Background: an optimization exercise with open tools, aiming at small area. Do not read the settings as production practice.
Function was checked by simulation only, so behaviour that the tests miss may differ from the original.
No driver is modelled on the clock port, so clocking that relies on it looks cheaper here than on a real chip.
Power is estimated from default activity; no workload was simulated.

// game_top
module game_top (
    input  logic              clk25M,
    input  logic              reset,
    input  logic              frame_tick,
    input  logic              btn_left,
    input  logic              btn_right,
    input  logic              btn_fire,
    input  logic [3:0]        speed,
    input  logic              scan_en,
    input  logic [9:0]        scan_h,
    input  logic [9:0]        scan_v,
    output logic              busy,
    output logic              pixel_en,
    output logic [11:0]       pixel_color
);
==> flow/config.mk <==
export PLATFORM = sky130hd
export DESIGN_NAME = game_top
export DESIGN_NICKNAME = game_top
export VERILOG_FILES = /design/flow/design.v
export SDC_FILE = /design/flow/constraint.sdc
export NUM_CORES = 4
export LEC_CHECK = 0
export ABC_AREA = 1
export CAP_MARGIN = 20
export CORE_MARGIN = 2
export CORE_UTILIZATION = 76
export PLACE_DENSITY = 0.9
export SLEW_MARGIN = 20
==> flow/constraint.sdc <==
create_clock -name core_clock -period 6.0 [get_ports {clk25M}]
set_input_delay 1.2000 -clock core_clock [delete_from_list [all_inputs] [get_ports {clk25M}]]
set_output_delay 1.2000 -clock core_clock [all_outputs]
set_load 0.01 [all_outputs]
standard.sh (not shown) runs the stock make flow with config.mk's settings and CLKGATE_MAP_FILE= SYNTH_SCRIPT=/design/flow/synth_recipe.tcl, a recipe that flattens the netlist after the stock synthesis.
==> flow/flow/run.sh <==
#!/bin/bash
# The standard layout with these changes: an area-oriented ABC script for
# the combinational logic (registers are mapped before ABC, so they are the
# standard synthesis's), the smallest buffer on the ports, and a two-level
# clock tree built by flow/clocktree.tcl in place of CTS's.
set -euo pipefail
rm -rf scripts_abc
cp -r "$FLOW_HOME/scripts" scripts_abc
cp flow/abc_area.script scripts_abc/abc_area.script
bash standard.sh \
  "SCRIPTS_DIR=$PWD/scripts_abc" \
  "BUFFER_PORTS_ARGS=-buffer_cell sky130_fd_sc_hd__buf_1" \
  "PRE_CTS_TCL=$PWD/flow/clocktree.tcl" \
  "CTS_ARGS=-clk_nets clk25M -repair_clock_nets" \
  finish > standard.log 2>&1
Other scripts of this flow, unchanged in this note and not shown: flow/flow/abc_area.script, flow/flow/clocktree.tcl
The first run produced a clean layout.
==> next run, changes <==
Settings changed: CORE_UTILIZATION 76 to 70.
=> Clock skew is about the same; worst hold slack improved by 0.0069 ns; area after synthesis does not change; synthesized cell count does not change; combinational power is about the same; power came out lower by 1.9%; wire length is lower by 4.2%; die area is higher by 8.1%; sequential share of layout area came out higher by 0.17 points.
==> next run, changes <==
Settings changed: CORE_UTILIZATION 70 to 66.
The new run ran to the end with no violations.
Setup slack improves by 0.041 ns.
Design area hardly moves.
Final cell count barely changes.
Power falls by 2.0%.

* * *

Setup of run 1:
Starting RTL as in the previous note.
export LEC_CHECK = 0
export ABC_AREA = 1
export CAP_MARGIN = 20
export CORE_MARGIN = 2
export CORE_UTILIZATION = 70
export SLEW_MARGIN = 20
create_clock -name core_clock -period 6.0 [get_ports {clk25M}]
==> flow/flow/abc_area.script <==
&get -n
&st
&syn2
&dch -f
&nf -R 1000
&put
strash
&get -n
&st
&dch -f
&nf -R 1000
&put
topo
stime -c
buffer -c
upsize -c
dnsize -c
==> flow/flow/clocktree.tcl <==
# Clock tree built by hand before CTS (run as PRE_CTS_TCL): a root
# buffer feeding one leaf buffer per quadrant of the registers.
set block [ord::get_db_block]
set db [ord::get_db]
set clknet [$block findNet clk25M]
set nleaf 4
set leafm [$db findMaster sky130_fd_sc_hd__clkbuf_8]
set rootm [$db findMaster sky130_fd_sc_hd__clkbuf_8]
set sinks {}
foreach it [$clknet getITerms] {
  set loc [[$it getInst] getLocation]
  lappend sinks [list $it [lindex $loc 0] [lindex $loc 1]]
}
# split by x median then y median into nleaf groups (2 or 4)
set byx [lsort -integer -index 1 $sinks]
set h [expr {[llength $byx] / 2}]
set halves [list [lrange $byx 0 [expr {$h-1}]] [lrange $byx $h end]]
set groups {}
foreach g $halves {
  if {$nleaf == 4} {
    set byy [lsort -integer -index 2 $g]
    set hh [expr {[llength $byy] / 2}]
    lappend groups [lrange $byy 0 [expr {$hh-1}]] [lrange $byy $hh end]
  } else { lappend groups $g }
}
set rootnet [odb::dbNet_create $block clk_root]
$rootnet setSigType CLOCK
set root [odb::dbInst_create $block $rootm clkbuf_root]
[$root findITerm A] connect $clknet
[$root findITerm X] connect $rootnet
set i 0; set rx 0; set ry 0
foreach g $groups {
  set net [odb::dbNet_create $block clk_leaf_$i]
  $net setSigType CLOCK
  set b [odb::dbInst_create $block $leafm clkbuf_leaf_$i]
  [$b findITerm A] connect $rootnet
  [$b findITerm X] connect $net
  set sx 0; set sy 0
  foreach s $g { set it [lindex $s 0]; $it disconnect; $it connect $net; set sx [expr {$sx+[lindex $s 1]}]; set sy [expr {$sy+[lindex $s 2]}] }
  set cx [expr {$sx/[llength $g]}]; set cy [expr {$sy/[llength $g]}]
  $b setLocation $cx $cy; $b setPlacementStatus PLACED
  set rx [expr {$rx+$cx}]; set ry [expr {$ry+$cy}]
  incr i
}
$root setLocation [expr {$rx/$i}] [expr {$ry/$i}]; $root setPlacementStatus PLACED
puts "clock tree: root + $i leaves"
set_propagated_clock [all_clocks]
Scripts as last shown in full above: flow/flow/run.sh
--- input diff run 1..run 2 ---
diff --git a/flow/config.mk b/flow/config.mk
--- a/flow/config.mk
+++ b/flow/config.mk
@@ -10,3 +10,3 @@
 export CORE_MARGIN = 2
-export CORE_UTILIZATION = 70
+export CORE_UTILIZATION = 65
 export SLEW_MARGIN = 20
### Flow results
Compared with run 1, detailed-route vias per instance in run 2 decreased slightly.
Run 1 leaves less setup margin than run 2.
Per the comparison of run 2 with run 1, total number of multi-input combinational cells was more or less identical, clock skew essentially unchanged.
From run 1 to run 2 the numbers moved as follows: effective utilization at floorplan -5.1 points; post-layout instance area saw an increase; worst slew margin relative to its limit has decreased; die width now larger.
Every stage of the flow completed for run 2, and the final layout passed the timing, design-rule and antenna checks.
| register-to-register slack | higher: run 2 |
Run 2: met2 track demand over resource 0.27 points below run 1
--- input diff run 2..run 3 ---
diff --git a/flow/config.mk b/flow/config.mk
--- a/flow/config.mk
+++ b/flow/config.mk
@@ -10,3 +10,4 @@
 export CORE_MARGIN = 2
-export CORE_UTILIZATION = 65
+export CORE_UTILIZATION = 70
+export PLACE_DENSITY = 0.95
 export SLEW_MARGIN = 20
==> comparison <==
Signed area change from the synthesized netlist to the final layout in run 3 vs run 2: down 1.1 points. In run 3 relative to run 2, summed area of non-filler cells in the final layout had gone down slightly. Minimum hold slack, run 2 and run 3: larger value in run 3. Compared with run 2, run 3 shows fraction of the cycle the final worst path needs higher by 1.0 points. Run 2 → run 3: relative max-transition margin went down 3.6 points, full die area saw a decrease.
The following lists how run 4 was set up differently from run 3:
diff --git a/flow/config.mk b/flow/config.mk
--- a/flow/config.mk
+++ b/flow/config.mk
@@ -11,3 +11,3 @@
 export CORE_UTILIZATION = 70
-export PLACE_DENSITY = 0.95
+export PLACE_DENSITY = 0.75
 export SLEW_MARGIN = 20
Findings:
- Re number of antenna repair diodes: no difference whatsoever between run 3 and run 4.
- On power in the clock group, run 3 tracks run 4 almost exactly.
- Looking at termination of the worst setup path, the yq[2]$_SDFFE_PP1P_ result is from run 4; the px_q1[0]$_SDFF_PP1_ one comes from run 3.
- The peak per-stage delay on the critical path reported for run 4 is greater than that of run 3 by 0.11 ns.
- Between run 3 and run 4, first-pass GRT wire length is lower for run 4, run 3 comes in above that.
- Minimum clock period after layout: higher on run 3
- Run 4 vs. run 3: multi-input gate share of total cell area -0.64 points; total number of vias has decreased; via density per instance decreased by 0.23 relative to the old numbers.
--- input diff run 4..run 5 ---
diff --git a/flow/config.mk b/flow/config.mk
--- a/flow/config.mk
+++ b/flow/config.mk
@@ -10,4 +10,4 @@
 export CORE_MARGIN = 2
-export CORE_UTILIZATION = 70
-export PLACE_DENSITY = 0.75
+export CORE_UTILIZATION = 65
+export GPL_TIMING_DRIVEN = 0
 export SLEW_MARGIN = 20
[summary]
Final antenna diode count of run 4 is on par with run 5. Diff run 5..run 4 | synthesized cell count | unchanged. Worst-case setup margin in the final layout: run 4 vs run 5 — no meaningful difference. Changes observed in run 5 relative to run 4: post-layout utilization of the core lower; part of the power in the clock network roughly the same.
[inputs] run 6 vs run 5
==> flow/flow/run.sh <==
#!/bin/bash
# The standard layout with three changes: an area-oriented ABC script for
# the combinational logic (registers are mapped before ABC, so they are the
# standard synthesis's), the smallest buffer on the ports, and a clock tree
# without dummy loads.
set -euo pipefail
rm -rf scripts_abc
cp -r "$FLOW_HOME/scripts" scripts_abc
cp flow/abc_area.script scripts_abc/abc_area.script
bash standard.sh \
  "SCRIPTS_DIR=$PWD/scripts_abc" \
  "BUFFER_PORTS_ARGS=-buffer_cell sky130_fd_sc_hd__buf_1" \
  "CTS_ARGS=-sink_clustering_enable -repair_clock_nets -dont_use_dummy_load -buf_list sky130_fd_sc_hd__clkbuf_8" \
  finish > standard.log 2>&1
diff --git a/flow/config.mk b/flow/config.mk
--- a/flow/config.mk
+++ b/flow/config.mk
@@ -11,3 +11,2 @@
 export CORE_UTILIZATION = 65
-export GPL_TIMING_DRIVEN = 0
 export SLEW_MARGIN = 20
removed: flow/flow/clocktree.tcl
Notes after the runs:
Run 6: flow completed, timing, DRC and antenna clean. Number of nets at the end of the flow ended up 0.64% lower on run 6 than on run 5. Run 6 against run 5: count of cells resized by post-cts repair lost 4; first-pass GRT wire length lost 1100 um. Re minimum setup slack after placement: run 5 was lower than run 6. On sequential share of layout area, run 6 tracks run 5 almost exactly. Cell internal power dissipation in run 6 vs run 5: up about 9%. Diff run 5..run 6 | cell area | negligible. Going from run 5 to run 6, fmax grows by 0.98 MHz. Max part of the power in combinational logic across run 6 and run 5: run 5.

* * *

## v31
game_top, a different RTL version from the one above (not shown whole).
For scale: about 600 cells after synthesis, ~73 flip-flops, about 45 I/O pins, about 0.0047 mm2 of cells after synthesis.
clock: 6.0 ns
lec_check: 0
abc_area: 1
cap_margin: 20
core_margin: 2
core_utilization: 40
cts_buf_list: sky130_fd_sc_hd__clkbuf_8
cts_cluster_diameter: 200
cts_cluster_size: 40
slew_margin: 20
==> flow/flow/run.sh <==
#!/bin/bash
# The standard layout, with the smallest buffer on the ports.
set -euo pipefail
bash standard.sh "BUFFER_PORTS_ARGS=-buffer_cell sky130_fd_sc_hd__buf_1" finish > standard.log 2>&1
> inputs changed (v31 -> v7)
Settings: a deleted CTS_BUF_LIST that had been sky130_fd_sc_hd__clkbuf_8; a change of ABC_AREA from 1 to 0; a change of CORE_UTILIZATION from 40 to 65; a deleted CTS_CLUSTER_DIAMETER that had been 200; a deleted CTS_CLUSTER_SIZE that had been 40.
==> flow/flow/run.sh <==
#!/bin/bash
# The standard layout with two changes: the smallest buffer on the ports,
# and a clock tree without dummy loads.
set -euo pipefail
bash standard.sh \
  "BUFFER_PORTS_ARGS=-buffer_cell sky130_fd_sc_hd__buf_1" \
  "CTS_ARGS=-sink_clustering_enable -repair_clock_nets -dont_use_dummy_load -buf_list sky130_fd_sc_hd__clkbuf_8" \
  finish > standard.log 2>&1
### Flow results
- The total track usage number comes out higher for v7 vs v31.
- Summary of v7 over v31: sequential share of layout area -1.7 points, share of the core filled with cells +30 points, detailed-routing wirelength on met1 +6.2%, relative contribution of sequential cells to total power -0.4 points.
- For the synthesized cell count, v7 came in about 6% lower than v31 did.
- In v7, the power of the sequential group came out about 0.7% below the value in v31.
The following lists how v22 was set up differently from v7:
Settings: CORE_UTILIZATION now 40, was 65; ABC_AREA no longer set, was 0; GPL_TIMING_DRIVEN now 0, previously not set.
==> flow/run.sh (new file) <==
#!/bin/bash
# synth_recipe.tcl (not shown) runs the flow's synth.tcl, then flattens the netlist and writes it again
# the make line also repeats each setting of config.mk as NAME=value (left out here)
make -C /OpenROAD-flow-scripts/flow DESIGN_CONFIG=/design/flow/config.mk WORK_HOME=/design/flow/orfs CLKGATE_MAP_FILE= SYNTH_SCRIPT=/design/flow/synth_recipe.tcl finish
removed: flow/flow/run.sh
removed: flow/standard.sh
Findings:
In v22 the implementation ran to completion but is not tape-out ready, as the final checks report setup timing.
The run with more routed wire is v22, not v7.
Diff v22..v7 | adder-cell share of the synthesized area | unchanged
NOTE overall power v7->v22 increased by more than 10%
Relative to v7, worst setup slack decreased by 0.27 ns in v22.
v22 reports its launch point of the critical path as u_seq.seq[4]$_SDFF_PP0_ while v7 reports speed[0].
After synthesis and placement, the instance count of v22 is above that of v7.
Between v22 and v7, it is v22 whose portion of total power attributed to combinational logic is lower, by 2.7 points.
v22 vs. v7: synthesized cell count did not really move, register-to-register slack went down.
v22 vs v7, first-pass GRT wire length went up by 12%.
From v7 to v22 the numbers moved as follows: via count of the first global-routing pass has increased, placement-stage worst setup slack moved down.
Relative to v22, the following input files were edited for v39:
Settings: GPL_TIMING_DRIVEN removed (was 0); ABC_AREA newly set to 1.
==> flow/flow/run.sh (new file) <==
#!/bin/bash
# The standard layout with two changes: the smallest buffer on the ports,
# and a clock tree without dummy loads.
set -euo pipefail
bash standard.sh \
  "BUFFER_PORTS_ARGS=-buffer_cell sky130_fd_sc_hd__buf_1" \
  "CTS_ARGS=-sink_clustering_enable -repair_clock_nets -dont_use_dummy_load -buf_list sky130_fd_sc_hd__clkbuf_8" \
  finish > standard.log 2>&1
==> flow/standard.sh (new file) <==
#!/bin/bash
# synth_recipe.tcl (not shown) runs the flow's synth.tcl, then flattens the netlist and writes it again
# the make line also repeats each setting of config.mk as NAME=value (left out here)
make -C /OpenROAD-flow-scripts/flow DESIGN_CONFIG=/design/flow/config.mk WORK_HOME=/design/flow/orfs CLKGATE_MAP_FILE= SYNTH_SCRIPT=/design/flow/synth_recipe.tcl "${@:-finish}"
removed: flow/run.sh
Findings:
v39 reached the end of the flow, and the finished layout is clean on the timing, design-rule and antenna checks. Taking v22 as the reference, in v39 share of the final layout cell area in multi-input gates fell by 0.99 points; power in sequential cells stayed essentially flat. Compared with v22, v39 shows inverter count of the layout excluding clock inverters that has gone up by more than 100%.
Edits applied to the flow inputs when going from v39 to v3:
Settings: CORE_UTILIZATION now 65, was 40.
==> run summary <==
v3 against v39: maximum single-stage delay on the critical path essentially unchanged; share of cell area taken by flip-flops and latches increased 0.65 points. Relative to v39, utilization has increased by 28 points in v3. Summary of v3 over v39: maximum achievable frequency picked up an extra about 0.4%, global-route wire length before repair lost 1400 um, worst voltage drop across the vdd grid picked up an extra 6.3%, wire length per cell after detailed routing picked up an extra 0.36 um. v3 -> v39: count of clock-net buffers in the final layout delta 0, exact match. Diff v39 -> v3 | cell area after layout | down by a few percent.

==> separate check: timing with driven ports <==
No port has a modelled driver above. Below, the same layouts with a new extraction and two added sets of constraints. Step 1 (the two cells are an assumption about what drives the block):
set clk [get_ports {clk25M}]
set_driving_cell -lib_cell sky130_fd_sc_hd__clkbuf_16 $clk
set_driving_cell -lib_cell sky130_fd_sc_hd__buf_2 [delete_from_list [all_inputs] $clk]
Step 2 times the ports against the registers' clock, not the clock port: input delays grow and output delays shrink by t, the midpoint of the rising clock arrivals with the driver on. Three values: no drivers, after step 1, after step 2; two values: the first two.
run | shift t [ns] | setup slack, ns | worst slew at a driven data input, ns
the first run of note 1 | 0.372 | 0.316 / 0.316 / -0.035 | 0.04
the second run of note 1 | 0.365 | 0.261 / 0.261 / -0.037 | 0.04
the third run of note 1 | 0.366 | 0.302 / 0.309 / -0.057 | 0.04
run 1 | 0.367 | 0.311 / 0.319 / -0.048 | 0.04
run 2 | 0.366 | 0.342 / 0.350 / -0.017 | 0.03
run 3 | 0.373 | 0.281 / 0.288 / -0.085 | 0.04
run 4 | 0.367 | 0.311 / 0.319 / -0.048 | 0.04
run 5 | 0.371 | 0.312 / 0.321 / -0.050 | 0.04
run 6 | 0.371 | 0.343 / 0.354 / -0.017 | 0.03
v31 | 0.397 | 0.239 / 0.254 / -0.142 | 0.03
v7 | 0.370 | 0.184 / 0.194 / -0.177 | 0.03
v22 | 0.383 | -0.089 / -0.089 / -0.455 | 0.04
v39 | 0.385 | 0.268 / 0.283 / -0.102 | 0.04
v3 | 0.363 | 0.290 / 0.291 / -0.072 | 0.03
Met with ideal ports but missed after step 2: setup timing in 13 of these runs. For v31, which loses most, drivers alone change the setup slack by +0.015 ns; drivers and shift together by -0.381 ns.
